Background: an optimization exercise with open tools, aiming at small area, a short achievable clock period and few clock cycles. Do not read the settings as production practice.
The RTL was checked by simulation tests, not by an equivalence proof against the original design.
Power figures rest on the tool's default switching activity, not on a simulated workload.

--- flow/config.mk ---
export PLATFORM = sky130hd
export DESIGN_NAME = qc_fsm_complex
export DESIGN_NICKNAME = qc_fsm_complex
export VERILOG_FILES = /design/flow/design.v
export SDC_FILE = /design/flow/constraint.sdc
export NUM_CORES = 4
export LEC_CHECK = 0
export CAP_MARGIN = 20
export CORE_MARGIN = 2
export CORE_UTILIZATION = 40
export SLEW_MARGIN = 20
--- flow/constraint.sdc ---
create_clock -name core_clock -period 12.5 [get_ports {clk}]
set_input_delay 2.5000 -clock core_clock [delete_from_list [all_inputs] [get_ports {clk}]]
set_output_delay 2.5000 -clock core_clock [all_outputs]
set_load 0.01 [all_outputs]
--- flow/design.v ---
module qc_fsm_complex #(
  parameter int unsigned N    = 3,
  parameter int unsigned W    = 16,
  parameter int unsigned FRAC = W - 2
) (
  input  logic         clk,
  input  logic         reset,
  input  logic         load_ready,
  input  logic [W-1:0] load_data,
  input  logic         new_gate,
  output logic [W-1:0] send_data,
  output logic         busy,
  output logic         done,
  output logic         sat
);
  localparam int unsigned Max  = 1 << N;
  localparam int unsigned AccW = 2 * W + N + 1;   
  localparam int unsigned ND   = W / 2;      
  localparam logic [AccW-1:0] KPos    = AccW'((((64'd1 << (2 * ND)) - 64'd1) / 64'd3) << W);
  localparam logic [AccW-1:0] AccInit = (AccW'(1) << (FRAC - 1)) - AccW'(2 * Max) * KPos;
  logic            wait_ack_q;    
  logic            cap;           
  logic            cap_q;         
  logic            ph1_q;         
  logic            ph_load_q, ph_gate_q, ph_drain_q, ph_send_q;
  logic [2*N:0]    cnt_q;         
  logic            ng_q;
  logic            lastw_q;       
  logic            done_q, sat_q;
  logic            part, row_last;
  assign part     = cnt_q[0];
  assign row_last = &cnt_q[2*N:N+1];
  assign cap = load_ready & ~wait_ack_q;
  logic wpart_q, wfirst_q, wlast_q, wrow7_q;
  logic a0_q, a1_q;
  logic r_q;
  logic [W-1:0]       x_q;
  logic [ND-1:0]      one_q, two_q, neg_q;
  logic [2*W-1:0]     pcs_s_q, pcs_c_q;
  logic [AccW-1:0]    acc_a_q, acc_b_q;    
  logic [W-1:0]       send_q;
  logic [2*W-1:0]     s_q [Max];      
  logic [2*W-1:0]     o_q [Max-1];
  logic [2*W-1:0] m_s, m_c;
  qc_mul_cs u_mul (.x(x_q), .one(one_q), .two(two_q), .neg(neg_q), .s(m_s), .c(m_c));
  logic          y_re, y_neg, y_ld;
  logic [W-1:0]  y;
  logic [ND-1:0] y_one, y_two, y_negd;
  assign y_ld  = cap_q | ph1_q;
  assign y_re  = ph_load_q | (cap_q ? part : wpart_q);
  assign y_neg = ~cap_q & ~wpart_q;
  assign y     = y_re ? s_q[0][W-1:0] : s_q[0][2*W-1:W];
  always_comb begin
    for (int i = 0; i < ND; i++) begin
      logic b2, b1, b0;
      b2 = y[2*i+1];
      b1 = y[2*i];
      b0 = (i == 0) ? 1'b0 : y[2*i-1];
      y_one[i]  = b1 ^ b0;
      y_two[i]  = (b2 & ~b1 & ~b0) | (~b2 & b1 & b0);
      y_negd[i] = b2 ^ y_neg;
    end
  end
  logic [AccW-1:0] acc_base, acc_sum;
  assign acc_base = wfirst_q ? AccInit : acc_a_q;
  assign acc_sum  = acc_base + AccW'(pcs_s_q) + AccW'(pcs_c_q);
  logic          ovf_re, ovf_im;
  logic [AccW-1:0] acc_re_q, acc_im_q;
  assign acc_re_q = acc_a_q;
  assign acc_im_q = acc_b_q;
  logic [W-1:0]  res_re, res_im;
  assign ovf_re = ~(&acc_re_q[AccW-1:FRAC+W-1]) & (|acc_re_q[AccW-1:FRAC+W-1]);
  assign ovf_im = ~(&acc_im_q[AccW-1:FRAC+W-1]) & (|acc_im_q[AccW-1:FRAC+W-1]);
  assign res_re = ovf_re ? {acc_re_q[AccW-1], {(W-1){~acc_re_q[AccW-1]}}} : acc_re_q[FRAC+W-1:FRAC];
  assign res_im = ovf_im ? {acc_im_q[AccW-1], {(W-1){~acc_im_q[AccW-1]}}} : acc_im_q[FRAC+W-1:FRAC];
  logic rot_q, ld_im_q, push_o_q, push_s_q, rot_cp;
  assign rot_cp = ph_gate_q & row_last;
  always_ff @(posedge clk or posedge reset) begin
    if (reset) begin
      wait_ack_q <= 1'b0;
      cap_q      <= 1'b0;
      ph1_q      <= 1'b0;
      ph_load_q  <= 1'b1;
      ph_gate_q  <= 1'b0;
      ph_drain_q <= 1'b0;
      ph_send_q  <= 1'b0;
      cnt_q      <= '0;
      lastw_q    <= 1'b0;
      done_q     <= 1'b0;
      sat_q      <= 1'b0;
      a0_q       <= 1'b0;
      a1_q       <= 1'b0;
      r_q        <= 1'b0;
      rot_q      <= 1'b0;
      ld_im_q    <= 1'b0;
      push_o_q   <= 1'b0;
      push_s_q   <= 1'b0;
      send_q     <= '0;
    end else begin
      if (cap) wait_ack_q <= 1'b1;
      else if (!load_ready) wait_ack_q <= 1'b0;
      cap_q  <= cap;
      ph1_q  <= cap_q & ph_gate_q;
      a0_q   <= cap_q & ph_gate_q;
      a1_q   <= ph1_q;
      r_q    <= a1_q & wlast_q;
      rot_q    <= cap & (ph_load_q ? ~part : (ph_gate_q | ph_send_q) & part);
      ld_im_q  <= cap & ph_load_q & part;
      push_s_q <= a1_q & wlast_q & wrow7_q;
      push_o_q <= (a1_q & wlast_q & ~wrow7_q) | (cap & ph_gate_q & row_last & part);
      done_q <= lastw_q & wait_ack_q & ~load_ready;
      if (cap) begin
        lastw_q <= ph_send_q & (cnt_q[N:0] == (N+1)'(2 * Max - 1));
        if (ph_send_q) send_q <= part ? s_q[0][2*W-1:W] : s_q[0][W-1:0];
      end
      if (cap_q) begin
        cnt_q <= cnt_q + 1'b1;
        if (ph_load_q) begin
          if (cnt_q[N:0] == (N+1)'(2 * Max - 1)) begin
            cnt_q     <= '0;
            ph_load_q <= 1'b0;
            ph_gate_q <= 1'b1;
          end
          if (cnt_q[N:0] == '0) sat_q <= 1'b0;
        end
        if (ph_gate_q && (&cnt_q) && !ng_q) begin
          ph_gate_q  <= 1'b0;
          ph_drain_q <= 1'b1;
        end
        if (ph_send_q && cnt_q[N:0] == (N+1)'(2 * Max - 1)) begin
          cnt_q     <= '0;
          ph_send_q <= 1'b0;
          ph_load_q <= 1'b1;
        end
      end
      if (ph_drain_q && a1_q) begin
        ph_drain_q <= 1'b0;
        ph_send_q  <= 1'b1;
      end
      if (r_q) sat_q <= sat_q | ovf_re | ovf_im;
    end
  end
  always_ff @(posedge clk) begin
    ng_q <= new_gate;
    if (!wait_ack_q) x_q <= load_data;
    if (cap_q) begin
      wpart_q  <= part;
      wfirst_q <= (cnt_q[N:0] == '0);
      wlast_q  <= (cnt_q[N:0] == (N+1)'(2 * Max - 1));
      wrow7_q  <= row_last;
    end
    if (y_ld) begin
      one_q <= y_one;
      two_q <= y_two;
      neg_q <= y_negd;
    end
    pcs_s_q <= m_s;
    pcs_c_q <= m_c;
    if (a0_q | a1_q) begin
      acc_a_q <= acc_b_q;
      acc_b_q <= acc_sum;
    end
    if (rot_q) begin
      for (int i = 0; i < Max - 1; i++) s_q[i] <= s_q[i+1];
      if (ph_load_q)   s_q[Max-1] <= {x_q, x_q};
      else if (rot_cp) s_q[Max-1] <= o_q[0];
      else             s_q[Max-1] <= s_q[0];
    end else if (push_s_q) begin
      s_q[Max-1] <= {res_im, res_re};
    end else if (ld_im_q) begin
      s_q[Max-1][2*W-1:W] <= x_q;
    end
    if (push_o_q) begin
      for (int i = 0; i < Max - 2; i++) o_q[i] <= o_q[i+1];
      o_q[Max-2] <= {res_im, res_re};
    end
  end
  assign send_data = send_q;
  assign busy      = ph_drain_q;
  assign done      = done_q;
  assign sat       = sat_q;
endmodule
module qc_mul_cs (
  input  logic [15:0] x,
  input  logic [7:0]  one,
  input  logic [7:0]  two,
  input  logic [7:0]  neg,
  output logic [31:0] s,
  output logic [31:0] c
);
  wire pp1 = ((one[0] & x[0]) | (two[0] & 1'b0)) ^ neg[0];
  wire pp2 = ((one[0] & x[1]) | (two[0] & x[0])) ^ neg[0];
  wire pp3 = ((one[0] & x[2]) | (two[0] & x[1])) ^ neg[0];
  wire pp4 = ((one[0] & x[3]) | (two[0] & x[2])) ^ neg[0];
  wire pp5 = ((one[0] & x[4]) | (two[0] & x[3])) ^ neg[0];
  wire pp6 = ((one[0] & x[5]) | (two[0] & x[4])) ^ neg[0];
  wire pp7 = ((one[0] & x[6]) | (two[0] & x[5])) ^ neg[0];
  wire pp8 = ((one[0] & x[7]) | (two[0] & x[6])) ^ neg[0];
  wire pp9 = ((one[0] & x[8]) | (two[0] & x[7])) ^ neg[0];
  wire pp10 = ((one[0] & x[9]) | (two[0] & x[8])) ^ neg[0];
  wire pp11 = ((one[0] & x[10]) | (two[0] & x[9])) ^ neg[0];
  wire pp12 = ((one[0] & x[11]) | (two[0] & x[10])) ^ neg[0];
  wire pp13 = ((one[0] & x[12]) | (two[0] & x[11])) ^ neg[0];
  wire pp14 = ((one[0] & x[13]) | (two[0] & x[12])) ^ neg[0];
  wire pp15 = ((one[0] & x[14]) | (two[0] & x[13])) ^ neg[0];
  wire pp16 = ((one[0] & x[15]) | (two[0] & x[14])) ^ neg[0];
  wire pp17 = ~(((one[0] & x[15]) | (two[0] & x[15])) ^ neg[0]);
  wire pp18 = ((one[1] & x[0]) | (two[1] & 1'b0)) ^ neg[1];
  wire pp19 = ((one[1] & x[1]) | (two[1] & x[0])) ^ neg[1];
  wire pp20 = ((one[1] & x[2]) | (two[1] & x[1])) ^ neg[1];
  wire pp21 = ((one[1] & x[3]) | (two[1] & x[2])) ^ neg[1];
  wire pp22 = ((one[1] & x[4]) | (two[1] & x[3])) ^ neg[1];
  wire pp23 = ((one[1] & x[5]) | (two[1] & x[4])) ^ neg[1];
  wire pp24 = ((one[1] & x[6]) | (two[1] & x[5])) ^ neg[1];
  wire pp25 = ((one[1] & x[7]) | (two[1] & x[6])) ^ neg[1];
  wire pp26 = ((one[1] & x[8]) | (two[1] & x[7])) ^ neg[1];
  wire pp27 = ((one[1] & x[9]) | (two[1] & x[8])) ^ neg[1];
  wire pp28 = ((one[1] & x[10]) | (two[1] & x[9])) ^ neg[1];
  wire pp29 = ((one[1] & x[11]) | (two[1] & x[10])) ^ neg[1];
  wire pp30 = ((one[1] & x[12]) | (two[1] & x[11])) ^ neg[1];
  wire pp31 = ((one[1] & x[13]) | (two[1] & x[12])) ^ neg[1];
  wire pp32 = ((one[1] & x[14]) | (two[1] & x[13])) ^ neg[1];
  wire pp33 = ((one[1] & x[15]) | (two[1] & x[14])) ^ neg[1];
  wire pp34 = ~(((one[1] & x[15]) | (two[1] & x[15])) ^ neg[1]);
  wire pp35 = ((one[2] & x[0]) | (two[2] & 1'b0)) ^ neg[2];
  wire pp36 = ((one[2] & x[1]) | (two[2] & x[0])) ^ neg[2];
  wire pp37 = ((one[2] & x[2]) | (two[2] & x[1])) ^ neg[2];
  wire pp38 = ((one[2] & x[3]) | (two[2] & x[2])) ^ neg[2];
  wire pp39 = ((one[2] & x[4]) | (two[2] & x[3])) ^ neg[2];
  wire pp40 = ((one[2] & x[5]) | (two[2] & x[4])) ^ neg[2];
  wire pp41 = ((one[2] & x[6]) | (two[2] & x[5])) ^ neg[2];
  wire pp42 = ((one[2] & x[7]) | (two[2] & x[6])) ^ neg[2];
  wire pp43 = ((one[2] & x[8]) | (two[2] & x[7])) ^ neg[2];
  wire pp44 = ((one[2] & x[9]) | (two[2] & x[8])) ^ neg[2];
  wire pp45 = ((one[2] & x[10]) | (two[2] & x[9])) ^ neg[2];
  wire pp46 = ((one[2] & x[11]) | (two[2] & x[10])) ^ neg[2];
  wire pp47 = ((one[2] & x[12]) | (two[2] & x[11])) ^ neg[2];
  wire pp48 = ((one[2] & x[13]) | (two[2] & x[12])) ^ neg[2];
  wire pp49 = ((one[2] & x[14]) | (two[2] & x[13])) ^ neg[2];
  wire pp50 = ((one[2] & x[15]) | (two[2] & x[14])) ^ neg[2];
  wire pp51 = ~(((one[2] & x[15]) | (two[2] & x[15])) ^ neg[2]);
  wire pp52 = ((one[3] & x[0]) | (two[3] & 1'b0)) ^ neg[3];
  wire pp53 = ((one[3] & x[1]) | (two[3] & x[0])) ^ neg[3];
  wire pp54 = ((one[3] & x[2]) | (two[3] & x[1])) ^ neg[3];
  wire pp55 = ((one[3] & x[3]) | (two[3] & x[2])) ^ neg[3];
  wire pp56 = ((one[3] & x[4]) | (two[3] & x[3])) ^ neg[3];
  wire pp57 = ((one[3] & x[5]) | (two[3] & x[4])) ^ neg[3];
  wire pp58 = ((one[3] & x[6]) | (two[3] & x[5])) ^ neg[3];
  wire pp59 = ((one[3] & x[7]) | (two[3] & x[6])) ^ neg[3];
  wire pp60 = ((one[3] & x[8]) | (two[3] & x[7])) ^ neg[3];
  wire pp61 = ((one[3] & x[9]) | (two[3] & x[8])) ^ neg[3];
  wire pp62 = ((one[3] & x[10]) | (two[3] & x[9])) ^ neg[3];
  wire pp63 = ((one[3] & x[11]) | (two[3] & x[10])) ^ neg[3];
  wire pp64 = ((one[3] & x[12]) | (two[3] & x[11])) ^ neg[3];
  wire pp65 = ((one[3] & x[13]) | (two[3] & x[12])) ^ neg[3];
  wire pp66 = ((one[3] & x[14]) | (two[3] & x[13])) ^ neg[3];
  wire pp67 = ((one[3] & x[15]) | (two[3] & x[14])) ^ neg[3];
  wire pp68 = ~(((one[3] & x[15]) | (two[3] & x[15])) ^ neg[3]);
  wire pp69 = ((one[4] & x[0]) | (two[4] & 1'b0)) ^ neg[4];
  wire pp70 = ((one[4] & x[1]) | (two[4] & x[0])) ^ neg[4];
  wire pp71 = ((one[4] & x[2]) | (two[4] & x[1])) ^ neg[4];
  wire pp72 = ((one[4] & x[3]) | (two[4] & x[2])) ^ neg[4];
  wire pp73 = ((one[4] & x[4]) | (two[4] & x[3])) ^ neg[4];
  wire pp74 = ((one[4] & x[5]) | (two[4] & x[4])) ^ neg[4];
  wire pp75 = ((one[4] & x[6]) | (two[4] & x[5])) ^ neg[4];
  wire pp76 = ((one[4] & x[7]) | (two[4] & x[6])) ^ neg[4];
  wire pp77 = ((one[4] & x[8]) | (two[4] & x[7])) ^ neg[4];
  wire pp78 = ((one[4] & x[9]) | (two[4] & x[8])) ^ neg[4];
  wire pp79 = ((one[4] & x[10]) | (two[4] & x[9])) ^ neg[4];
  wire pp80 = ((one[4] & x[11]) | (two[4] & x[10])) ^ neg[4];
  wire pp81 = ((one[4] & x[12]) | (two[4] & x[11])) ^ neg[4];
  wire pp82 = ((one[4] & x[13]) | (two[4] & x[12])) ^ neg[4];
  wire pp83 = ((one[4] & x[14]) | (two[4] & x[13])) ^ neg[4];
  wire pp84 = ((one[4] & x[15]) | (two[4] & x[14])) ^ neg[4];
  wire pp85 = ~(((one[4] & x[15]) | (two[4] & x[15])) ^ neg[4]);
  wire pp86 = ((one[5] & x[0]) | (two[5] & 1'b0)) ^ neg[5];
  wire pp87 = ((one[5] & x[1]) | (two[5] & x[0])) ^ neg[5];
  wire pp88 = ((one[5] & x[2]) | (two[5] & x[1])) ^ neg[5];
  wire pp89 = ((one[5] & x[3]) | (two[5] & x[2])) ^ neg[5];
  wire pp90 = ((one[5] & x[4]) | (two[5] & x[3])) ^ neg[5];
  wire pp91 = ((one[5] & x[5]) | (two[5] & x[4])) ^ neg[5];
  wire pp92 = ((one[5] & x[6]) | (two[5] & x[5])) ^ neg[5];
  wire pp93 = ((one[5] & x[7]) | (two[5] & x[6])) ^ neg[5];
  wire pp94 = ((one[5] & x[8]) | (two[5] & x[7])) ^ neg[5];
  wire pp95 = ((one[5] & x[9]) | (two[5] & x[8])) ^ neg[5];
  wire pp96 = ((one[5] & x[10]) | (two[5] & x[9])) ^ neg[5];
  wire pp97 = ((one[5] & x[11]) | (two[5] & x[10])) ^ neg[5];
  wire pp98 = ((one[5] & x[12]) | (two[5] & x[11])) ^ neg[5];
  wire pp99 = ((one[5] & x[13]) | (two[5] & x[12])) ^ neg[5];
  wire pp100 = ((one[5] & x[14]) | (two[5] & x[13])) ^ neg[5];
  wire pp101 = ((one[5] & x[15]) | (two[5] & x[14])) ^ neg[5];
  wire pp102 = ~(((one[5] & x[15]) | (two[5] & x[15])) ^ neg[5]);
  wire pp103 = ((one[6] & x[0]) | (two[6] & 1'b0)) ^ neg[6];
  wire pp104 = ((one[6] & x[1]) | (two[6] & x[0])) ^ neg[6];
  wire pp105 = ((one[6] & x[2]) | (two[6] & x[1])) ^ neg[6];
  wire pp106 = ((one[6] & x[3]) | (two[6] & x[2])) ^ neg[6];
  wire pp107 = ((one[6] & x[4]) | (two[6] & x[3])) ^ neg[6];
  wire pp108 = ((one[6] & x[5]) | (two[6] & x[4])) ^ neg[6];
  wire pp109 = ((one[6] & x[6]) | (two[6] & x[5])) ^ neg[6];
  wire pp110 = ((one[6] & x[7]) | (two[6] & x[6])) ^ neg[6];
  wire pp111 = ((one[6] & x[8]) | (two[6] & x[7])) ^ neg[6];
  wire pp112 = ((one[6] & x[9]) | (two[6] & x[8])) ^ neg[6];
  wire pp113 = ((one[6] & x[10]) | (two[6] & x[9])) ^ neg[6];
  wire pp114 = ((one[6] & x[11]) | (two[6] & x[10])) ^ neg[6];
  wire pp115 = ((one[6] & x[12]) | (two[6] & x[11])) ^ neg[6];
  wire pp116 = ((one[6] & x[13]) | (two[6] & x[12])) ^ neg[6];
  wire pp117 = ((one[6] & x[14]) | (two[6] & x[13])) ^ neg[6];
  wire pp118 = ((one[6] & x[15]) | (two[6] & x[14])) ^ neg[6];
  wire pp119 = ~(((one[6] & x[15]) | (two[6] & x[15])) ^ neg[6]);
  wire pp120 = ((one[7] & x[0]) | (two[7] & 1'b0)) ^ neg[7];
  wire pp121 = ((one[7] & x[1]) | (two[7] & x[0])) ^ neg[7];
  wire pp122 = ((one[7] & x[2]) | (two[7] & x[1])) ^ neg[7];
  wire pp123 = ((one[7] & x[3]) | (two[7] & x[2])) ^ neg[7];
  wire pp124 = ((one[7] & x[4]) | (two[7] & x[3])) ^ neg[7];
  wire pp125 = ((one[7] & x[5]) | (two[7] & x[4])) ^ neg[7];
  wire pp126 = ((one[7] & x[6]) | (two[7] & x[5])) ^ neg[7];
  wire pp127 = ((one[7] & x[7]) | (two[7] & x[6])) ^ neg[7];
  wire pp128 = ((one[7] & x[8]) | (two[7] & x[7])) ^ neg[7];
  wire pp129 = ((one[7] & x[9]) | (two[7] & x[8])) ^ neg[7];
  wire pp130 = ((one[7] & x[10]) | (two[7] & x[9])) ^ neg[7];
  wire pp131 = ((one[7] & x[11]) | (two[7] & x[10])) ^ neg[7];
  wire pp132 = ((one[7] & x[12]) | (two[7] & x[11])) ^ neg[7];
  wire pp133 = ((one[7] & x[13]) | (two[7] & x[12])) ^ neg[7];
  wire pp134 = ((one[7] & x[14]) | (two[7] & x[13])) ^ neg[7];
  wire pp135 = ((one[7] & x[15]) | (two[7] & x[14])) ^ neg[7];
  wire pp136 = ~(((one[7] & x[15]) | (two[7] & x[15])) ^ neg[7]);
  wire hs137 = pp11 ^ pp26;
  wire hc138 = pp11 & pp26;
  wire hs139 = pp12 ^ pp27;
  wire hc140 = pp12 & pp27;
  wire fs141 = pp13 ^ pp28 ^ pp43;
  wire fc142 = (pp13 & pp28) | (pp43 & (pp13 ^ pp28));
  wire hs143 = pp58 ^ pp73;
  wire hc144 = pp58 & pp73;
  wire fs145 = pp14 ^ pp29 ^ pp44;
  wire fc146 = (pp14 & pp29) | (pp44 & (pp14 ^ pp29));
  wire hs147 = pp59 ^ pp74;
  wire hc148 = pp59 & pp74;
  wire fs149 = pp15 ^ pp30 ^ pp45;
  wire fc150 = (pp15 & pp30) | (pp45 & (pp15 ^ pp30));
  wire fs151 = pp60 ^ pp75 ^ pp90;
  wire fc152 = (pp60 & pp75) | (pp90 & (pp60 ^ pp75));
  wire hs153 = pp105 ^ pp120;
  wire hc154 = pp105 & pp120;
  wire fs155 = pp16 ^ pp31 ^ pp46;
  wire fc156 = (pp16 & pp31) | (pp46 & (pp16 ^ pp31));
  wire fs157 = pp61 ^ pp76 ^ pp91;
  wire fc158 = (pp61 & pp76) | (pp91 & (pp61 ^ pp76));
  wire hs159 = pp106 ^ pp121;
  wire hc160 = pp106 & pp121;
  wire fs161 = pp17 ^ pp32 ^ pp47;
  wire fc162 = (pp17 & pp32) | (pp47 & (pp17 ^ pp32));
  wire fs163 = pp62 ^ pp77 ^ pp92;
  wire fc164 = (pp62 & pp77) | (pp92 & (pp62 ^ pp77));
  wire hs165 = pp107 ^ pp122;
  wire hc166 = pp107 & pp122;
  wire fs167 = pp33 ^ pp48 ^ pp63;
  wire fc168 = (pp33 & pp48) | (pp63 & (pp33 ^ pp48));
  wire fs169 = pp78 ^ pp93 ^ pp108;
  wire fc170 = (pp78 & pp93) | (pp108 & (pp78 ^ pp93));
  wire fs171 = pp34 ^ pp49 ^ pp64;
  wire fc172 = (pp34 & pp49) | (pp64 & (pp34 ^ pp49));
  wire hs173 = pp79 ^ pp94;
  wire hc174 = pp79 & pp94;
  wire fs175 = pp50 ^ pp65 ^ pp80;
  wire fc176 = (pp50 & pp65) | (pp80 & (pp50 ^ pp65));
  wire hs177 = pp51 ^ pp66;
  wire hc178 = pp51 & pp66;
  wire hs179 = pp7 ^ pp22;
  wire hc180 = pp7 & pp22;
  wire hs181 = pp8 ^ pp23;
  wire hc182 = pp8 & pp23;
  wire fs183 = pp9 ^ pp24 ^ pp39;
  wire fc184 = (pp9 & pp24) | (pp39 & (pp9 ^ pp24));
  wire hs185 = pp54 ^ pp69;
  wire hc186 = pp54 & pp69;
  wire fs187 = pp10 ^ pp25 ^ pp40;
  wire fc188 = (pp10 & pp25) | (pp40 & (pp10 ^ pp25));
  wire hs189 = pp55 ^ pp70;
  wire hc190 = pp55 & pp70;
  wire fs191 = hs137 ^ pp41 ^ pp56;
  wire fc192 = (hs137 & pp41) | (pp56 & (hs137 ^ pp41));
  wire fs193 = pp71 ^ pp86 ^ neg[5];
  wire fc194 = (pp71 & pp86) | (neg[5] & (pp71 ^ pp86));
  wire fs195 = hs139 ^ pp42 ^ pp57;
  wire fc196 = (hs139 & pp42) | (pp57 & (hs139 ^ pp42));
  wire fs197 = pp72 ^ pp87 ^ hc138;
  wire fc198 = (pp72 & pp87) | (hc138 & (pp72 ^ pp87));
  wire fs199 = fs141 ^ hs143 ^ pp88;
  wire fc200 = (fs141 & hs143) | (pp88 & (fs141 ^ hs143));
  wire fs201 = pp103 ^ neg[6] ^ hc140;
  wire fc202 = (pp103 & neg[6]) | (hc140 & (pp103 ^ neg[6]));
  wire fs203 = fs145 ^ hs147 ^ pp89;
  wire fc204 = (fs145 & hs147) | (pp89 & (fs145 ^ hs147));
  wire fs205 = pp104 ^ fc142 ^ hc144;
  wire fc206 = (pp104 & fc142) | (hc144 & (pp104 ^ fc142));
  wire fs207 = fs149 ^ fs151 ^ hs153;
  wire fc208 = (fs149 & fs151) | (hs153 & (fs149 ^ fs151));
  wire fs209 = neg[7] ^ fc146 ^ hc148;
  wire fc210 = (neg[7] & fc146) | (hc148 & (neg[7] ^ fc146));
  wire fs211 = fs155 ^ fs157 ^ hs159;
  wire fc212 = (fs155 & fs157) | (hs159 & (fs155 ^ fs157));
  wire fs213 = fc150 ^ fc152 ^ hc154;
  wire fc214 = (fc150 & fc152) | (hc154 & (fc150 ^ fc152));
  wire fs215 = fs161 ^ fs163 ^ hs165;
  wire fc216 = (fs161 & fs163) | (hs165 & (fs161 ^ fs163));
  wire fs217 = fc156 ^ fc158 ^ hc160;
  wire fc218 = (fc156 & fc158) | (hc160 & (fc156 ^ fc158));
  wire fs219 = fs167 ^ fs169 ^ pp123;
  wire fc220 = (fs167 & fs169) | (pp123 & (fs167 ^ fs169));
  wire fs221 = fc162 ^ fc164 ^ hc166;
  wire fc222 = (fc162 & fc164) | (hc166 & (fc162 ^ fc164));
  wire fs223 = fs171 ^ hs173 ^ pp109;
  wire fc224 = (fs171 & hs173) | (pp109 & (fs171 ^ hs173));
  wire fs225 = pp124 ^ fc168 ^ fc170;
  wire fc226 = (pp124 & fc168) | (fc170 & (pp124 ^ fc168));
  wire fs227 = fs175 ^ pp95 ^ pp110;
  wire fc228 = (fs175 & pp95) | (pp110 & (fs175 ^ pp95));
  wire fs229 = pp125 ^ fc172 ^ hc174;
  wire fc230 = (pp125 & fc172) | (hc174 & (pp125 ^ fc172));
  wire fs231 = hs177 ^ pp81 ^ pp96;
  wire fc232 = (hs177 & pp81) | (pp96 & (hs177 ^ pp81));
  wire fs233 = pp111 ^ pp126 ^ fc176;
  wire fc234 = (pp111 & pp126) | (fc176 & (pp111 ^ pp126));
  wire fs235 = pp67 ^ pp82 ^ pp97;
  wire fc236 = (pp67 & pp82) | (pp97 & (pp67 ^ pp82));
  wire fs237 = pp112 ^ pp127 ^ hc178;
  wire fc238 = (pp112 & pp127) | (hc178 & (pp112 ^ pp127));
  wire fs239 = pp68 ^ pp83 ^ pp98;
  wire fc240 = (pp68 & pp83) | (pp98 & (pp68 ^ pp83));
  wire hs241 = pp113 ^ pp128;
  wire hc242 = pp113 & pp128;
  wire fs243 = pp84 ^ pp99 ^ pp114;
  wire fc244 = (pp84 & pp99) | (pp114 & (pp84 ^ pp99));
  wire hs245 = pp85 ^ pp100;
  wire hc246 = pp85 & pp100;
  wire hs247 = pp5 ^ pp20;
  wire hc248 = pp5 & pp20;
  wire hs249 = pp6 ^ pp21;
  wire hc250 = pp6 & pp21;
  wire fs251 = hs179 ^ pp37 ^ pp52;
  wire fc252 = (hs179 & pp37) | (pp52 & (hs179 ^ pp37));
  wire fs253 = hs181 ^ pp38 ^ pp53;
  wire fc254 = (hs181 & pp38) | (pp53 & (hs181 ^ pp38));
  wire fs255 = fs183 ^ hs185 ^ neg[4];
  wire fc256 = (fs183 & hs185) | (neg[4] & (fs183 ^ hs185));
  wire fs257 = fs187 ^ hs189 ^ fc184;
  wire fc258 = (fs187 & hs189) | (fc184 & (fs187 ^ hs189));
  wire fs259 = fs191 ^ fs193 ^ fc188;
  wire fc260 = (fs191 & fs193) | (fc188 & (fs191 ^ fs193));
  wire fs261 = fs195 ^ fs197 ^ fc192;
  wire fc262 = (fs195 & fs197) | (fc192 & (fs195 ^ fs197));
  wire fs263 = fs199 ^ fs201 ^ fc196;
  wire fc264 = (fs199 & fs201) | (fc196 & (fs199 ^ fs201));
  wire fs265 = fs203 ^ fs205 ^ fc200;
  wire fc266 = (fs203 & fs205) | (fc200 & (fs203 ^ fs205));
  wire fs267 = fs207 ^ fs209 ^ fc204;
  wire fc268 = (fs207 & fs209) | (fc204 & (fs207 ^ fs209));
  wire fs269 = fs211 ^ fs213 ^ fc208;
  wire fc270 = (fs211 & fs213) | (fc208 & (fs211 ^ fs213));
  wire fs271 = fs215 ^ fs217 ^ fc212;
  wire fc272 = (fs215 & fs217) | (fc212 & (fs215 ^ fs217));
  wire fs273 = fs219 ^ fs221 ^ fc216;
  wire fc274 = (fs219 & fs221) | (fc216 & (fs219 ^ fs221));
  wire fs275 = fs223 ^ fs225 ^ fc220;
  wire fc276 = (fs223 & fs225) | (fc220 & (fs223 ^ fs225));
  wire fs277 = fs227 ^ fs229 ^ fc224;
  wire fc278 = (fs227 & fs229) | (fc224 & (fs227 ^ fs229));
  wire fs279 = fs231 ^ fs233 ^ fc228;
  wire fc280 = (fs231 & fs233) | (fc228 & (fs231 ^ fs233));
  wire fs281 = fs235 ^ fs237 ^ fc232;
  wire fc282 = (fs235 & fs237) | (fc232 & (fs235 ^ fs237));
  wire fs283 = fs239 ^ hs241 ^ fc236;
  wire fc284 = (fs239 & hs241) | (fc236 & (fs239 ^ hs241));
  wire fs285 = fs243 ^ pp129 ^ fc240;
  wire fc286 = (fs243 & pp129) | (fc240 & (fs243 ^ pp129));
  wire fs287 = hs245 ^ pp115 ^ pp130;
  wire fc288 = (hs245 & pp115) | (pp130 & (hs245 ^ pp115));
  wire fs289 = pp101 ^ pp116 ^ pp131;
  wire fc290 = (pp101 & pp116) | (pp131 & (pp101 ^ pp116));
  wire hs291 = pp102 ^ pp117;
  wire hc292 = pp102 & pp117;
  wire hs293 = pp3 ^ pp18;
  wire hc294 = pp3 & pp18;
  wire hs295 = pp4 ^ pp19;
  wire hc296 = pp4 & pp19;
  wire fs297 = hs247 ^ pp35 ^ neg[2];
  wire fc298 = (hs247 & pp35) | (neg[2] & (hs247 ^ pp35));
  wire fs299 = hs249 ^ pp36 ^ hc248;
  wire fc300 = (hs249 & pp36) | (hc248 & (hs249 ^ pp36));
  wire fs301 = fs251 ^ neg[3] ^ hc250;
  wire fc302 = (fs251 & neg[3]) | (hc250 & (fs251 ^ neg[3]));
  wire fs303 = fs253 ^ hc180 ^ fc252;
  wire fc304 = (fs253 & hc180) | (fc252 & (fs253 ^ hc180));
  wire fs305 = fs255 ^ hc182 ^ fc254;
  wire fc306 = (fs255 & hc182) | (fc254 & (fs255 ^ hc182));
  wire fs307 = fs257 ^ hc186 ^ fc256;
  wire fc308 = (fs257 & hc186) | (fc256 & (fs257 ^ hc186));
  wire fs309 = fs259 ^ hc190 ^ fc258;
  wire fc310 = (fs259 & hc190) | (fc258 & (fs259 ^ hc190));
  wire fs311 = fs261 ^ fc194 ^ fc260;
  wire fc312 = (fs261 & fc194) | (fc260 & (fs261 ^ fc194));
  wire fs313 = fs263 ^ fc198 ^ fc262;
  wire fc314 = (fs263 & fc198) | (fc262 & (fs263 ^ fc198));
  wire fs315 = fs265 ^ fc202 ^ fc264;
  wire fc316 = (fs265 & fc202) | (fc264 & (fs265 ^ fc202));
  wire fs317 = fs267 ^ fc206 ^ fc266;
  wire fc318 = (fs267 & fc206) | (fc266 & (fs267 ^ fc206));
  wire fs319 = fs269 ^ fc210 ^ fc268;
  wire fc320 = (fs269 & fc210) | (fc268 & (fs269 ^ fc210));
  wire fs321 = fs271 ^ fc214 ^ fc270;
  wire fc322 = (fs271 & fc214) | (fc270 & (fs271 ^ fc214));
  wire fs323 = fs273 ^ fc218 ^ fc272;
  wire fc324 = (fs273 & fc218) | (fc272 & (fs273 ^ fc218));
  wire fs325 = fs275 ^ fc222 ^ fc274;
  wire fc326 = (fs275 & fc222) | (fc274 & (fs275 ^ fc222));
  wire fs327 = fs277 ^ fc226 ^ fc276;
  wire fc328 = (fs277 & fc226) | (fc276 & (fs277 ^ fc226));
  wire fs329 = fs279 ^ fc230 ^ fc278;
  wire fc330 = (fs279 & fc230) | (fc278 & (fs279 ^ fc230));
  wire fs331 = fs281 ^ fc234 ^ fc280;
  wire fc332 = (fs281 & fc234) | (fc280 & (fs281 ^ fc234));
  wire fs333 = fs283 ^ fc238 ^ fc282;
  wire fc334 = (fs283 & fc238) | (fc282 & (fs283 ^ fc238));
  wire fs335 = fs285 ^ hc242 ^ fc284;
  wire fc336 = (fs285 & hc242) | (fc284 & (fs285 ^ hc242));
  wire fs337 = fs287 ^ fc244 ^ fc286;
  wire fc338 = (fs287 & fc244) | (fc286 & (fs287 ^ fc244));
  wire fs339 = fs289 ^ hc246 ^ fc288;
  wire fc340 = (fs289 & hc246) | (fc288 & (fs289 ^ hc246));
  wire fs341 = hs291 ^ pp132 ^ fc290;
  wire fc342 = (hs291 & pp132) | (fc290 & (hs291 ^ pp132));
  wire fs343 = pp118 ^ pp133 ^ hc292;
  wire fc344 = (pp118 & pp133) | (hc292 & (pp118 ^ pp133));
  wire hs345 = pp119 ^ pp134;
  wire hc346 = pp119 & pp134;
  assign s = {1'b0, pp136, pp135, hs345, fs343, fs341, fs339, fs337, fs335, fs333, fs331, fs329, fs327, fs325, fs323, fs321, fs319, fs317, fs315, fs313, fs311, fs309, fs307, fs305, fs303, fs301, fs299, fs297, hs295, hs293, pp2, pp1};
  assign c = {1'b0, 1'b0, hc346, fc344, fc342, fc340, fc338, fc336, fc334, fc332, fc330, fc328, fc326, fc324, fc322, fc320, fc318, fc316, fc314, fc312, fc310, fc308, fc306, fc304, fc302, fc300, fc298, hc296, hc294, neg[1], 1'b0, neg[0]};
endmodule
--- flow/run.sh ---
#!/bin/bash
# synth_recipe.tcl (not shown) runs the flow's synth.tcl, then flattens the netlist and writes it again
# the make line also repeats each setting of config.mk as NAME=value (left out here)
make -C /OpenROAD-flow-scripts/flow DESIGN_CONFIG=/design/flow/config.mk WORK_HOME=/design/flow/orfs CLKGATE_MAP_FILE= SYNTH_SCRIPT=/design/flow/synth_recipe.tcl finish
==> results of run 1 <==
[cells in the final DEF (no fill, tap or decap), drive strengths merged, types with 44 or more instances in the layout]
master / netlist / layout
nand2: 105 / 105
a22oi: 120 / 120
xor2: 84 / 84
o21ai: 87 / 87
edfxtp: 595 / 595
a21oi: 67 / 67
fa: 111 / 111
ha: 57 / 57
nor2: 78 / 78
inv: 122 / 127
mux2i: 63 / 63
xnor2: 103 / 103
clkbuf: 115 / 86
a21o: 44 / 44
dfxtp: 62 / 62
[Yosys cell counts (10+ instances only)]
| cell type | n |
|---|---|
| a22oi_1 | 120 |
| a21oi_1 | 65 |
| o21ai_0 | 82 |
| nand2b_1 | 21 |
| a211oi_1 | 11 |
| mux2_2 | 19 |
| nand4_1 | 10 |
| fa_1 | 111 |
| nand2_1 | 105 |
| dfxtp_1 | 62 |
| nor2_1 | 77 |
| ha_1 | 57 |
| inv_1 | 122 |
| clkbuf_1 | 114 |
| xnor2_1 | 103 |
| a21o_1 | 44 |
| buf_1 | 10 |
| nor2b_1 | 22 |
| edfxtp_1 | 595 |
| mux2i_1 | 63 |
| xor2_1 | 84 |
| nand3_1 | 29 |
| dfrtp_1 | 38 |
[cell type report]
class / instances / area, µm²
Multi-Input combinational cell: 1103 / 9240
Tap cell: 969 / 1210
Fill cell: 6401 / 40800
Sequential cell: 696 / 20100
Clock buffer: 86 / 1830
Timing Repair Buffer: 59 / 583
Inverter: 123 / 462
Clock inverter: 42 / 485
[worst paths after layout]
| check | depth (start not counted) | start | slack, ns | to |
|---|---|---|---|---|
| max | 1 | sat_q | 8.37 | sat |
| min | 0 | s_q[5][31] | 0.41 | s_q[4][31] |
| max reg2reg | 13 | wfirst_q | 8.39 | acc_b_q[22] |
| min reg2reg | 0 | s_q[5][31] | 0.41 | s_q[4][31] |
| max in group asynchronous | 3 | reset | 9.80 | rot_q |
| min in group asynchronous | 3 | reset | 2.32 | send_q[5] |
[registers in the layout, indices dropped and copies added, names as in the netlist, 7 cells and up, named ones only]
| register | count |
|---|---|
| acc_a_q | 36 |
| acc_b_q | 36 |
| cnt_q | 7 |
| neg_q | 8 |
| o_q | 224 |
| one_q | 8 |
| pcs_c_q | 29 |
| pcs_s_q | 31 |
| s_q | 256 |
| send_q | 16 |
| two_q | 8 |
| x_q | 16 |
[power by group through the flow]
stage | registers [µW] | logic [µW] | clock network, µW
after floorplan | 2820 | 1820 | 0
after global placement | 2910 | 2350 | 0
after detailed placement | 2900 | 2390 | 0
after CTS | 2860 | 2440 | 2170
after global routing | 2870 | 2770 | 2260
final | 2860 | 2450 | 2120
[cell families (layout without fill, tap and decap cells)]
logic type | Yosys count | after routing | synth area share (%)
AO/OA/AOI/OAI | 366 | 366 | 7.96
XOR/XNOR | 187 | 187 | 5.41
adder cells (fa/ha/maj) | 168 | 168 | 9.70
buffers and inverters | 254 | 310 | 3.19
flip-flops | 696 | 696 | 66.3
multiplexers | 82 | 82 | 2.79
AND/OR/NAND/NOR | 300 | 300 | 4.61
[through the flow]
step	worst slack, ns	hold slack (ns)	util, %
floorplan	6.24	0.346	-
detailed placement	8.21	0.405	42.2
finish	8.37	0.412	45.4
CTS	8.33	0.406	45.3
global route	8.03	0.415	45.4
global placement	8.30	0.400	42.2
[layer usage]
| metal | vias up | global-route usage (%) | part of all wire [%] |
|---|---|---|---|
| li1 | 7337 | - | - |
| met1 | 8215 | 24.6 | 46 |
| met2 | 612 | 25.3 | 44 |
| met3 | 119 | 3.30 | 7.2 |
| met4 | 0 | 5.47 | 2.3 |
| met5 | - | 0 | 0 |
==> run notes, run 1 <==
outcome complete, no violations; Main synth FF type edfxtp_1; YS warnings 3; Iteration-0 DRC Markers 1557; Syn-to-layout area delta 12.0%; drt pass-1 iters 5; vias in the first global route 16300; FP Rows 100; number of buffers created by CTS 70; final hold violations 0; Final Cell Area 33900 µm²; postcts setup bufs 0; Seq/Total Area, Yosys 66.3%; Top Family by Delay on Critical Path buffers and inverters; Final Max Slew Viols 0; Netlist cell types 63; CP endpoint kind primary output; Mapped Nets 2241; largest cells by area after synthesis edfxtp_1 (59%), fa_1 (7.3%), dfxtp_1 (4.1%), dfrtp_1 (3.1%), xnor2_1 (3.0%); crit share post-route 33.0%; Syn Area/Cell 14.7 µm²; final setup vio count 0; GPL Wtd Cong 0.835; Combinational Power Share 33.0%; CTS sink cnt 696; number of vias per cell 5.29; die area 77900 µm²; # diodes 0; Synth Instances 2053; HP Class flop to flop; Final min period 4.13 ns; required time of the critical path 10.00 ns; Slew HR 19.6%; Pwr Density 219 nW/µm²; Synth top area share 59.0%; initial antenna violation count 1; Switch Pwr 2420 µW; clock latency (worst-skew pair) 0.61 ns; die height 279 µm; Clk pwr share 28.5%; WP data arrival 1.63 ns; setup TNS 0 ns; # port buffers 38; Worst Path Class, Setup flop to primary output; Post-synth ARST share 5.60%; Cell Count, Final, Fillers Out 3078; Hold Buf Count CTS 0; CTS tree yes; max-cap violations 0; VDD IR max 0.0938 mV; layout cell share with drive strength beyond 1 7.92%; first-pass GRT wire length 99.4 mm; Post-synth EDFFs 595; clk buf depth 3; root buffer cell clkbuf_16; Syn Std Cell Area 30300 µm²; placed standard-cell area 31500 µm²; CP peak stage delay 0.58 ns; Core Region 74700 µm²; CP Buf/Inv Count 1; Initial Util 40.5%; crit path max fanout 3; Seq cells post-synth 696; Setup crit start kind flop; hpwl dp 40.8 mm; residual DRC count 0; Horiz. Die Dim 279 µm; Slew @ Worst Pin 1.21 ns; Cells after DPL 2947; total number of vias 16300; fin nets 2241; H-tree Lvls 3; RSZ-0062 raised after global routing no; leakage power 0.0123 µW; critical path cell sequence clkdlybuf4s50_1; GRT overflow 0; Setup Skew 0.0142 ns; GRT Util Overall 16.9%; routed length per instance 21.2 µm; share of total power in sequential cells 38.5%; antenna-violating nets left 0; I/O pin total 39; Sw Share 32.7%; clock-pin slew on the worst setup and hold paths 0.06 ns; Fmax 0.242 GHz; Slowest-stage cell, CP clkdlybuf4s50_1; Yosys top cell by area edfxtp_1; Resized cells post-CTS 0; Pint 5000 µW; Power Total 7430 µW; Detailed Route WL 65.2 mm; largest net degree at the start of global routing 167
Testbench counts, summed over its fixed seeds: cycles 66,240.
==> run 2: changes to the inputs <==
--- a/flow/config.mk
+++ b/flow/config.mk
@@ -7,5 +7,9 @@
 export LEC_CHECK = 0
 export CAP_MARGIN = 20
 export CORE_MARGIN = 2
-export CORE_UTILIZATION = 40
+export CORE_UTILIZATION = 70
+export CTS_BUF_LIST = sky130_fd_sc_hd__clkbuf_16
+export CTS_CLUSTER_DIAMETER = 100
+export CTS_CLUSTER_SIZE = 30
+export PLACE_DENSITY = 0.75
 export SLEW_MARGIN = 20
==> run notes, run 2 <==
Post-synth EDFFs 595; CP Buf/Inv Count 1; max-cap violations 0; CP peak stage delay 0.58 ns; HP Start o_q[6][22]; Slew @ Worst Pin 1.11 ns; CTS tree yes; HP Class flop to flop; clk buf depth 3; Pwr Density 198 nW/µm²; VDD IR max 0.242 mV; layout cell share with drive strength beyond 1 4.78%; Seq/Total Area, Yosys 66.3%; Synth Instances 2053; first-pass GRT wire length 94.3 mm; Worst Setup SP ph_drain_q; Iteration-0 DRC Markers 1663; # port buffers 38; Resized cells post-CTS 0; largest registers s_q x256, o_q x224; WP data arrival 1.61 ns; clock-pin slew on the worst setup and hold paths 0.12 ns; Hold Buf Count CTS 0; crit path max fanout 3; number of buffers created by CTS 27; final setup vio count 0; total number of vias 16000; met1 usage 43.6%; GRT Max-Usage Layer met1; reg2reg start wfirst_q; reg2reg end acc_b_q[22]; initial antenna violation count 0; setup TNS 0 ns; Setup crit start kind flop; leakage power 0.0116 µW; Core Region 42900 µm²; met2 usage 42.5%; critical path cell sequence clkdlybuf4s50_1; Slew HR 26.3%; most common cell in the synthesized netlist edfxtp_1; Setup Skew 0.0245 ns; largest net degree at the start of global routing 82; antenna-violating nets left 0; GRT overflow 0; Worst Path Class, Setup flop to primary output; FP Rows 76; # diodes 0; depth of the most critical reg-to-reg path 13; GRT Util Overall 28.1%; Reg2Reg Setup Slack 8.45 ns; Main synth FF type edfxtp_1; Final Cell Area 31800 µm²; Hold Crit Endpoint o_q[5][22]; Slowest-stage cell, CP clkdlybuf4s50_1; YS warnings 3; Worst Hold Depth 0; most common library cells after synthesis edfxtp_1 (595), inv_1 (122), a22oi_1 (120); most frequent cells in the layout edfxtp_1 (595), inv_1 (141), a22oi_1 (120), fa_1 (111), nand2_1 (104); Biggest register s_q; Post-synth ARST share 5.60%; final hold violations 0; Top Family by Delay on Critical Path buffers and inverters; drt pass-1 iters 6; GPL Wtd Cong 0.901; crit share post-route 32.8%; required time of the critical path 10.00 ns; outcome complete, no violations; Syn Std Cell Area 30300 µm²; Initial Util 70.6%; FILL cells 2630; hpwl dp 39.8 mm; Fmax 0.244 GHz; Final min period 4.11 ns; Final Max Slew Viols 0; Synth top area share 59.0%; clock latency (worst-skew pair) 0.61 ns; routed length per instance 23.3 µm; commonest non-fill, non-tap cell in the layout edfxtp_1; Detailed Route WL 61.0 mm; Syn-to-layout area delta 5.12%; die area 44900 µm²; Syn Area/Cell 14.7 µm²; Seq cells post-synth 696; placed standard-cell area 31000 µm²; vias in the first global route 16200; largest cells by area after synthesis edfxtp_1 (59%), fa_1 (7.3%), dfxtp_1 (4.1%), dfrtp_1 (3.1%), xnor2_1 (3.0%); H-tree Lvls 1; I/O pin total 39; root buffer cell clkbuf_16; fin nets 2195; die height 212 µm; Netlist cell types 63; residual DRC count 0; RSZ-0062 raised after global routing no; CTS sink cnt 696; Yosys top cell by area edfxtp_1; CP endpoint kind primary output; Mapped Nets 2241; postcts setup bufs 0; number of vias per cell 6.13; Horiz. Die Dim 212 µm; max reg flops 256; GR Util met3 3.80%
-- run 2: cell counts after synthesis --
No cell type changed its count.
-- run 2: where the power goes --
group / switching [µW] / leakage, µW / internal, µW
combinational: 1350 / 0.00468 / 1010
clock: 662 / 0.000453 / 405
sequential: 143 / 0.00642 / 2720
-- run 2: final cells by class --
cell class | count | area (µm²) | area share [%]
clock buffers | 27 | 676 | 2.12
clock inverters | 23 | 109 | 0.342
inverters | 123 | 462 | 1.45
repair buffers | 56 | 515 | 1.62
flip-flops and latches | 696 | 20100 | 63.1
well taps | 585 | 732 | 2.30
multi-input cells | 1103 | 9240 | 29.0
-- run 2: worst max path at each step --
stage,endpoint,slack (ns),cells past startpoint
2_1_floorplan,s_q[7][30],6.24,4
3_3_place_gp,send_q[10],8.35,6
3_5_place_dp,send_q[13],8.23,5
4_1_cts,busy,8.36,1
5_1_grt,acc_b_q[22],8.21,13
6_report,busy,8.39,1
-- run 2: through the flow --
stage	total power, µW	cells	hold WS, ns	util, %	setup WS (ns)
2_1_floorplan	4640	2053	0.346	-	6.24
5_1_grt	6720	2613	0.428	74.2	8.21
3_5_place_dp	5230	2563	0.405	72.4	8.23
3_3_place_gp	5160	2563	0.400	72.4	8.35
6_report	6290	2613	0.416	74.2	8.39
4_1_cts	6300	2613	0.424	74.2	8.36
-- run 2: layer usage --
metal  wire [µm]  up-vias
met3        5290      118
met1       26600     8006
met4        1640        0
li1            -     7207
met2       27400      694
met5           0        -
-- run 2: logic make-up after synthesis --
kind of cell,count (synthesis),share of synthesized area [%]
adder cells (fa/ha/maj),168,9.70
XOR/XNOR,187,5.41
multiplexers,82,2.79
buffers and inverters,254,3.19
AND/OR/NAND/NOR,300,4.61
AO/OA/AOI/OAI,366,7.96
flip-flops,696,66.3
==> run 3: changes to the inputs <==
--- a/flow/config.mk
+++ b/flow/config.mk
@@ -8,8 +8,8 @@
 export CAP_MARGIN = 20
 export CORE_MARGIN = 2
 export CORE_UTILIZATION = 70
-export CTS_BUF_LIST = sky130_fd_sc_hd__clkbuf_16
-export CTS_CLUSTER_DIAMETER = 100
-export CTS_CLUSTER_SIZE = 30
+export CTS_BUF_LIST = sky130_fd_sc_hd__clkbuf_8 sky130_fd_sc_hd__clkbuf_16
+export CTS_CLUSTER_DIAMETER = 80
+export CTS_CLUSTER_SIZE = 20
 export PLACE_DENSITY = 0.75
 export SLEW_MARGIN = 20
==> run notes, run 3 <==
outcome complete, no violations; Initial Util 70.6%; total number of vias 16200; Synth Instances 2053; Core Util, Final 75.2%; Worst Path Class, Setup flop to primary output; post-route worst setup slack 8.42 ns; Netlist cell types 63; Horiz. Die Dim 212 µm; HP Start o_q[1][25]; Final Max Slew Viols 0; clock-pin slew on the worst setup and hold paths 0.08 ns; reg2reg end acc_b_q[22]; CTS sink cnt 696; Mapped Nets 2241; Seq cells post-synth 696; # diodes 0; Iteration-0 DRC Markers 1611; commonest non-fill, non-tap cell in the layout edfxtp_1; Core Region 42900 µm²; H-tree Lvls 2; FILL cells 2615; final setup vio count 0; residual DRC count 0; max-cap violations 0; RSZ-0062 raised after global routing no; WP data arrival 1.58 ns; largest cells by area after synthesis edfxtp_1 (59%), fa_1 (7.3%), dfxtp_1 (4.1%), dfrtp_1 (3.1%), xnor2_1 (3.0%); fin nets 2209; FP Rows 76; leakage power 0.0118 µW; routed length per instance 23.3 µm; most frequent cells in the layout edfxtp_1 (595), inv_1 (151), a22oi_1 (120), fa_1 (111), nand2_1 (104); Setup Skew 0.0289 ns; most common cell in the synthesized netlist edfxtp_1; Biggest register s_q; crit path max fanout 3; die area 44900 µm²; GPL Wtd Cong 0.901; critical path cell sequence clkdlybuf4s50_1; largest registers s_q x256, o_q x224; Yosys top cell by area edfxtp_1; WHS 0.401 ns; CTS tree yes; Synth top area share 59.0%; most common library cells after synthesis edfxtp_1 (595), inv_1 (122), a22oi_1 (120); Setup crit start kind flop; clock latency (worst-skew pair) 0.59 ns; Critical Path Stages 1; Slew HR 24.6%; Placement Setup Slack 8.23 ns; number of buffers created by CTS 41; postcts setup bufs 0; depth of the most critical reg-to-reg path 13; Hold Buf Count CTS 0; setup TNS 0 ns; reg2reg start wfirst_q; first-pass GRT wire length 95.5 mm; antenna-violating nets left 0; Syn-to-layout area delta 6.59%; HP Class flop to flop; placed standard-cell area 31000 µm²; initial antenna violation count 0; CP peak stage delay 0.58 ns; GRT overflow 0; Top Family by Delay on Critical Path buffers and inverters; Resized cells post-CTS 0; Slowest-stage cell, CP clkdlybuf4s50_1; max reg flops 256; number of vias per cell 6.14; GRT Util Overall 28.7%; Pwr Density 204 nW/µm²; Post-synth EDFFs 595; Seq/Total Area, Yosys 66.3%; Slew @ Worst Pin 1.13 ns; vias in the first global route 16300; final hold violations 0; # port buffers 38; crit share post-route 32.7%; Final min period 4.08 ns; hpwl dp 39.8 mm; required time of the critical path 10.00 ns; die height 212 µm; drt pass-1 iters 5; clk buf depth 3; I/O pin total 39; CP endpoint kind primary output; Syn Std Cell Area 30300 µm²; Final Cell Area 32300 µm²; layout cell share with drive strength beyond 1 5.45%; CP Buf/Inv Count 1; YS warnings 3; largest net degree at the start of global routing 82; VDD IR max 0.243 mV; Post-synth ARST share 5.60%; Reg2Reg Setup Slack 8.45 ns; root buffer cell clkbuf_16; Detailed Route WL 61.5 mm; Fmax 0.245 GHz; Hold Crit Endpoint o_q[0][25]; Main synth FF type edfxtp_1; Syn Area/Cell 14.7 µm²; Worst Hold Depth 0
## run 3: cell counts after synthesis
No cell type changed its count.
## run 3: final cells by class
class / instances / area [µm²] / area share (%)
Timing Repair Buffer: 56 / 515 / 1.60
Multi-Input combinational cell: 1103 / 9240 / 28.6
Inverter: 123 / 462 / 1.43
Clock buffer: 42 / 1050 / 3.26
Sequential cell: 696 / 20100 / 62.3
Tap cell: 585 / 732 / 2.27
Clock inverter: 34 / 178 / 0.551
## run 3: cell families (layout without fill, tap and decap cells)
group | count (synthesis) | after routing | share of synthesized area (%)
compound gates | 366 | 366 | 7.96
xor+xnor | 187 | 187 | 5.41
fa+ha+maj | 168 | 168 | 9.70
buf+inv | 254 | 255 | 3.19
flops | 696 | 696 | 66.3
mux | 82 | 82 | 2.79
simple gates | 300 | 300 | 4.61
## run 3: power by group
group | internal, µW | switching [µW] | leakage [µW]
clock network | 622 | 724 | 0.000706
registers | 2720 | 143 | 0.00642
logic | 1010 | 1350 | 0.00468
total | 4350 | 2220 | 0.0118
## run 3: metrics by stage
| step | total power (µW) | cells |
|---|---|---|
| after global placement | 5160 | 2563 |
| final | 6570 | 2639 |
| after global routing | 7020 | 2639 |
| after floorplan | 4640 | 2053 |
| after detailed placement | 5230 | 2563 |
| after CTS | 6590 | 2639 |
## run 3: per-layer routing
layer / global-route usage (%) / vias up / part of all wire (%)
met5: 0 / - / 0
met4: 8.33 / 0 / 2.5
met3: 5.07 / 113 / 9.2
met2: 43.0 / 763 / 45
met1: 43.9 / 8067 / 43
li1: - / 7249 / -
## run 3: worst max-delay path by stage
stage	from	end	slack, ns
after floorplan	rot_q	s_q[7][30]	6.24
after global placement	load_ready	send_q[10]	8.35
after detailed placement	load_ready	send_q[13]	8.23
after CTS	ph_drain_q	busy	8.38
after global routing	wfirst_q	acc_b_q[22]	8.21
final	ph_drain_q	busy	8.42
==> run 4: changes to the inputs <==
==> flow/flow/run.sh (new file) <==
#!/bin/bash
# The standard layout (standard.sh: standard synthesis, floorplan, place, CTS, route),
# with two changes to how it is made: the port buffers are buf_4 cells instead of the
# resizer's default pick (a delay cell), and timing repair aims at a setup slack margin
# well past zero, so that the layout runs faster than the clock period asks for.
# The clock period, SDC and all other settings are the standard flow's.
set -euo pipefail
cd "$(dirname "$0")/.."
export BUFFER_PORTS_ARGS="-buffer_cell sky130_fd_sc_hd__buf_4"
export SETUP_SLACK_MARGIN="${QC_SETUP_MARGIN:-9}"
export TNS_END_PERCENT=100
bash standard.sh > make_standard.log 2>&1
==> flow/standard.sh (new file) <==
#!/bin/bash
# synth_recipe.tcl (not shown) runs the flow's synth.tcl, then flattens the netlist and writes it again
# the make line also repeats each setting of config.mk as NAME=value (left out here)
make -C /OpenROAD-flow-scripts/flow DESIGN_CONFIG=/design/flow/config.mk WORK_HOME=/design/flow/orfs CLKGATE_MAP_FILE= SYNTH_SCRIPT=/design/flow/synth_recipe.tcl "${@:-finish}"
removed: flow/run.sh
==> run notes, run 4 <==
Reg2Reg Setup Slack 8.97 ns; post-route worst setup slack 8.83 ns; crit share post-route 29.4%; die height 212 µm; Mapped Nets 2241; Post-synth EDFFs 595; GRT overflow 0; H-tree Lvls 2; Seq cells post-synth 696; post-synthesis simple-gate area fraction 4.61%; most common cell in the synthesized netlist edfxtp_1; GRT Max-Usage Layer met2; final hold violations 0; hpwl dp 40.0 mm; Pwr Density 210 nW/µm²; layout cell share with drive strength beyond 1 15.6%; Synth Instances 2053; Seq/Total Area, Yosys 66.3%; CTS sink cnt 696; XOR/XNOR Fraction of Synth Area 5.41%; Syn Area/Cell 14.7 µm²; Synth Area in Adders 9.70%; Netlist cell types 63; largest net degree at the start of global routing 83; Core Region 42900 µm²; Synth top area share 59.0%; mux cell area share after synthesis 2.79%; clock latency (worst-skew pair) 0.59 ns; largest cells by area after synthesis edfxtp_1 (59%), fa_1 (7.3%), dfxtp_1 (4.1%), dfrtp_1 (3.1%), xnor2_1 (3.0%); Synth Area in Compound Gates 7.96%; Final min period 3.67 ns; RSZ-0062 raised after global routing yes; Horiz. Die Dim 212 µm; share of total power in sequential cells 39.5%; Setup crit start kind flop; YS warnings 3; Worst Path Class, Setup flop to primary output; CP endpoint kind primary output; final setup vio count 0; Pint 4690 µW; max-cap violations 0; clock-pin slew on the worst setup and hold paths 0.09 ns; Switch Pwr 2450 µW; Yosys top cell by area edfxtp_1; Slowest-stage cell, CP dfrtp_1; CP Buf/Inv Count 1; WHS 0.409 ns; Syn-to-layout area delta 12.2%; Fmax 0.272 GHz; met1 usage 44.4%; Main synth FF type edfxtp_1; Syn Std Cell Area 30300 µm²; Post-synth ARST share 5.60%; Iteration-0 DRC Markers 1651; drt pass-1 iters 6; HP Class flop to flop; critical path cell sequence buf_6; # port buffers 38; largest family of logic cells by synthesized area adder cells; setup TNS 0 ns; max reg flops 256; commonest non-fill, non-tap cell in the layout edfxtp_1; VDD IR max 0.312 mV; leakage power 0.0126 µW; most common library cells after synthesis edfxtp_1 (595), inv_1 (122), a22oi_1 (120); Combinational Power Share 41.7%; required time of the critical path 10.00 ns; Detailed Route WL 64.9 mm; Top Family by Delay on Critical Path flip-flops; GR Util met3 6.81%; WP data arrival 1.17 ns; met2 usage 44.7%; number of buffers created by CTS 41; Setup Skew 0.0254 ns; vias in the first global route 16500; Placement Setup Slack 8.65 ns; # diodes 0; outcome complete, no violations; Sw Share 34.3%; CTS tree yes; fin nets 2336; Slew @ Worst Pin 1.12 ns; root buffer cell clkbuf_16; initial antenna violation count 1; die area 44900 µm²; Hold Buf Count CTS 0; Initial Util 70.6%; Final Max Slew Viols 0; Slew HR 25.5%; GRT Util Overall 29.7%; routed length per instance 23.5 µm; Biggest register s_q; total number of vias 16800; number of vias per cell 6.07; first-pass GRT wire length 98.2 mm; clk buf depth 3; FP Rows 76; most frequent cells in the layout edfxtp_1 (595), inv_1 (148), buf_4 (135), a22oi_1 (117), fa_1 (107); Clk pwr share 18.8%; I/O pin total 39; CP peak stage delay 0.44 ns; largest registers s_q x256, o_q x224; antenna-violating nets left 0; residual DRC count 0; GPL Wtd Cong 0.899; crit path max fanout 2
run 4: final cells by class:
cell class                 count  area (µm²)
inverter                     123         464
fill                        2376        8930
multi-input combinational   1103        9680
clock inverter                34         170
tap                          585         732
clock buffer                  42        1040
sequential                   696       20100
timing repair buffer         183        1770
run 4: kinds of logic after synthesis:
family | count (synthesis)
XOR/XNOR | 187
AO/OA/AOI/OAI | 366
buffers and inverters | 254
adder cells (fa/ha/maj) | 168
flip-flops | 696
multiplexers | 82
AND/OR/NAND/NOR | 300
run 4: timing repair:
item	CTS	global route
pin swaps	26	25
gates cloned	2	0
setup endpoints to repair	122	120
resized for setup	72	53
buffers inserted	95	31
run 4: through the flow:
stage / util (%) / cell area [µm²] / total power, µW / cells
6_report: 79.2 / 34000 / 7140 / 2766
5_1_grt: 79.2 / 34000 / 7580 / 2766
4_1_cts: 77.9 / 33400 / 6880 / 2734
3_5_place_dp: 72.1 / 30900 / 5260 / 2561
3_3_place_gp: 72.1 / 30900 / 5170 / 2561
2_1_floorplan: - / 30300 / 4640 / 2053
run 4: path summary, 6_finish.rpt:
kind                           from     endpoint  cells past startpoint
max                           sat_q          sat                      1
min                            a0_q         a1_q                      0
max reg2reg                wfirst_q  acc_b_q[22]                     14
min reg2reg                    a0_q         a1_q                      0
max in group asynchronous     reset     push_o_q                      3
min in group asynchronous     reset     cnt_q[2]                      3
run 4: power groups by stage:
stage	combinational [µW]	sequential (µW)	clock, µW
after floorplan	1820	2820	0
after global placement	2260	2910	0
after detailed placement	2350	2910	0
after CTS	2700	2830	1360
after global routing	3310	2840	1430
final	2980	2820	1340
run 4: routing by layer:
| layer | vias up | wire [µm] |
|---|---|---|
| met5 | - | 0 |
| met4 | 0 | 1520 |
| met3 | 127 | 6540 |
| met2 | 830 | 29700 |
| met1 | 8333 | 27200 |
| li1 | 7503 | - |
==> run 5: changes to the inputs <==
--- a/flow/config.mk
+++ b/flow/config.mk
@@ -8,8 +8,5 @@
 export CAP_MARGIN = 20
 export CORE_MARGIN = 2
 export CORE_UTILIZATION = 70
-export CTS_BUF_LIST = sky130_fd_sc_hd__clkbuf_8 sky130_fd_sc_hd__clkbuf_16
-export CTS_CLUSTER_DIAMETER = 80
-export CTS_CLUSTER_SIZE = 20
 export PLACE_DENSITY = 0.75
 export SLEW_MARGIN = 20
==> run notes, run 5 <==
Main synth FF type edfxtp_1; final setup vio count 0; Seq/Total Area, Yosys 66.3%; Worst Path Class, Setup flop to primary output; Switch Pwr 2640 µW; routed length per instance 24.2 µm; largest net degree at the start of global routing 83; setup TNS 0 ns; # port buffers 38; share of total power in sequential cells 35.6%; outcome complete, no violations; die area 44900 µm²; Core Region 42900 µm²; crit path max fanout 2; Synth Instances 2053; CP Buf/Inv Count 1; CP peak stage delay 0.43 ns; Final min period 3.67 ns; Sw Share 33.2%; Yosys top cell by area edfxtp_1; Post-synth ARST share 5.60%; Final Max Slew Viols 0; CTS sink cnt 696; Setup Skew 0.0296 ns; layout cell share with drive strength beyond 1 17.8%; Iteration-0 DRC Markers 2086; max reg flops 256; crit share post-route 29.4%; YS warnings 3; initial antenna violation count 1; H-tree Lvls 3; Slew HR 21.7%; antenna-violating nets left 0; Hold Buf Count CTS 0; most frequent cells in the layout edfxtp_1 (595), buf_4 (131), inv_1 (119), a22oi_1 (115), fa_1 (106); Syn Area/Cell 14.7 µm²; number of buffers created by CTS 69; HP Class flop to flop; Fmax 0.272 GHz; critical path cell sequence buf_6; Syn-to-layout area delta 15.4%; RSZ-0062 raised after global routing yes; Clk pwr share 25.9%; Pint 5310 µW; Seq cells post-synth 696; clk buf depth 3; root buffer cell clkbuf_16; CTS tree yes; number of vias per cell 6.13; max-cap violations 0; Slowest-stage cell, CP dfrtp_1; GRT overflow 0; Mapped Nets 2241; VDD IR max 0.341 mV; Setup crit start kind flop; placed standard-cell area 30900 µm²; Combinational Power Share 38.6%; vias in the first global route 17000; Top Family by Delay on Critical Path flip-flops; Final Cell Area 34900 µm²; CP endpoint kind primary output; hpwl dp 40.0 mm; GRT Util Overall 31.2%; clock latency (worst-skew pair) 0.61 ns; Post-synth EDFFs 595; required time of the critical path 10.00 ns; Slew @ Worst Pin 1.17 ns; Horiz. Die Dim 212 µm; total number of vias 17200; Initial Util 70.6%; FP Rows 76; Detailed Route WL 68.0 mm; fin nets 2356; I/O pin total 39; commonest non-fill, non-tap cell in the layout edfxtp_1; most common library cells after synthesis edfxtp_1 (595), inv_1 (122), a22oi_1 (120); drt pass-1 iters 8; leakage power 0.0130 µW; Pwr Density 228 nW/µm²; GPL Wtd Cong 0.899; clock-pin slew on the worst setup and hold paths 0.06 ns; most common cell in the synthesized netlist edfxtp_1; die height 212 µm; first-pass GRT wire length 102 mm; final hold violations 0; residual DRC count 0; Syn Std Cell Area 30300 µm²; WP data arrival 1.17 ns; Netlist cell types 63; Biggest register s_q; Synth top area share 59.0%; largest registers s_q x256, o_q x224; largest cells by area after synthesis edfxtp_1 (59%), fa_1 (7.3%), dfxtp_1 (4.1%), dfrtp_1 (3.1%), xnor2_1 (3.0%)
run 5: final cells by class:
class / count / area, µm²
fillers: 2239 / 7940
repair buffers: 175 / 1650
diodes: 1 / 2.50
clock inverters: 34 / 339
inverters: 123 / 464
well taps: 585 / 732
multi-input cells: 1103 / 9770
clock buffers: 89 / 1900
flip-flops and latches: 696 / 20100
run 5: final timing paths:
path,from,end,slack (ns),cells after the start
min,a0_q,a1_q,0.40,0
max in group asynchronous,reset,push_o_q,10.08,3
max reg2reg,one_q[2],pcs_s_q[13],8.93,9
min reg2reg,a0_q,a1_q,0.40,0
min in group asynchronous,reset,send_q[10],2.02,3
max,sat_q,sat,8.83,1
run 5: logic make-up after synthesis:
kind of cell | after synthesis | share of synthesized area (%)
flops | 696 | 66.3
compound gates | 366 | 7.96
simple gates | 300 | 4.61
buf+inv | 254 | 3.19
xor+xnor | 187 | 5.41
fa+ha+maj | 168 | 9.70
mux | 82 | 2.79
run 5: worst reg2reg max path, cell delays in order, from the launching register on:
cell and delay [ns]:
edfxtp_1 0.52, a22oi_2 0.35, xor2_1 0.27, fa_1 0.50, fa_1 0.54, inv_1 0.05, fa_1 0.57, inv_1 0.07
fa_1 0.55, inv_1 0.06
run 5: metal layers:
metal / vias up / track usage (%) / share of wire [%]
li1: 7565 / - / -
met1: 8575 / 45.6 / 41
met2: 925 / 46.9 / 46
met3: 146 / 7.43 / 10
met4: 0 / 10.2 / 3.0
met5: - / 0 / 0
run 5: metrics by stage:
stage | hold slack, ns | setup WS (ns) | total power [µW] | std cells | utilization (%)
floorplan | 0.346 | 8.97 | 4640 | 2053 | -
global placement | 0.375 | 8.74 | 5170 | 2561 | 72.1
detailed placement | 0.395 | 8.65 | 5260 | 2561 | 72.1
CTS | 0.403 | 8.80 | 7610 | 2778 | 80.2
global route | 0.408 | 8.75 | 8390 | 2805 | 81.5
finish | 0.403 | 8.83 | 7960 | 2806 | 81.5
run 5: what timing repair did:
item | 4_1_cts | 5_1_grt
setup endpoints to repair | 123 | 121
gates resized for setup | 73 | 74
pin swaps | 24 | 40
gates cloned | 2 | 1
setup buffers | 92 | 26
run 5: power groups by stage:
stage                     clock network (µW)  logic (µW)  registers, µW
after CTS                               2080        2710           2830
after global routing                    2160        3380           2840
after global placement                     0        2260           2910
after floorplan                            0        1820           2820
after detailed placement                   0        2350           2910
final                                   2060        3070           2830

## static timing again, ports no longer ideal
No port has a modelled driver above. Below, the same layouts with a new extraction and two added sets of constraints. Step 1 assumes that a clkbuf_16 drives the clock port and a buf_2 every other input. Step 2 times the ports against the registers' clock, not the clock port: input delays grow and output delays shrink by t, the midpoint of the rising clock arrivals with the driver on. a / b / c = ideal ports / drivers / drivers and shift; a / b = the first two.
run	shift t [ns]	setup slack, ns	worst setup path at the end	latest minus earliest clock arrival (ns)	pins driven straight from the clock port
run 1	0.661	8.374 / 8.315 / 8.212	input to register	0.019 / 0.019	1
run 2	0.657	8.394 / 8.337 / 8.219	input to register	0.026 / 0.027	1
run 3	0.633	8.418 / 8.362 / 8.230	input to register	0.030 / 0.030	1
run 4	0.635	8.829 / 8.774 / 8.634	input to register	0.026 / 0.027	1
run 5	0.651	8.828 / 8.772 / 8.776	input to register	0.030 / 0.031	1
After both steps setup and hold are still met in every run listed. For run 4, which loses most, drivers alone change the setup slack by -0.055 ns; drivers and shift together by -0.195 ns.
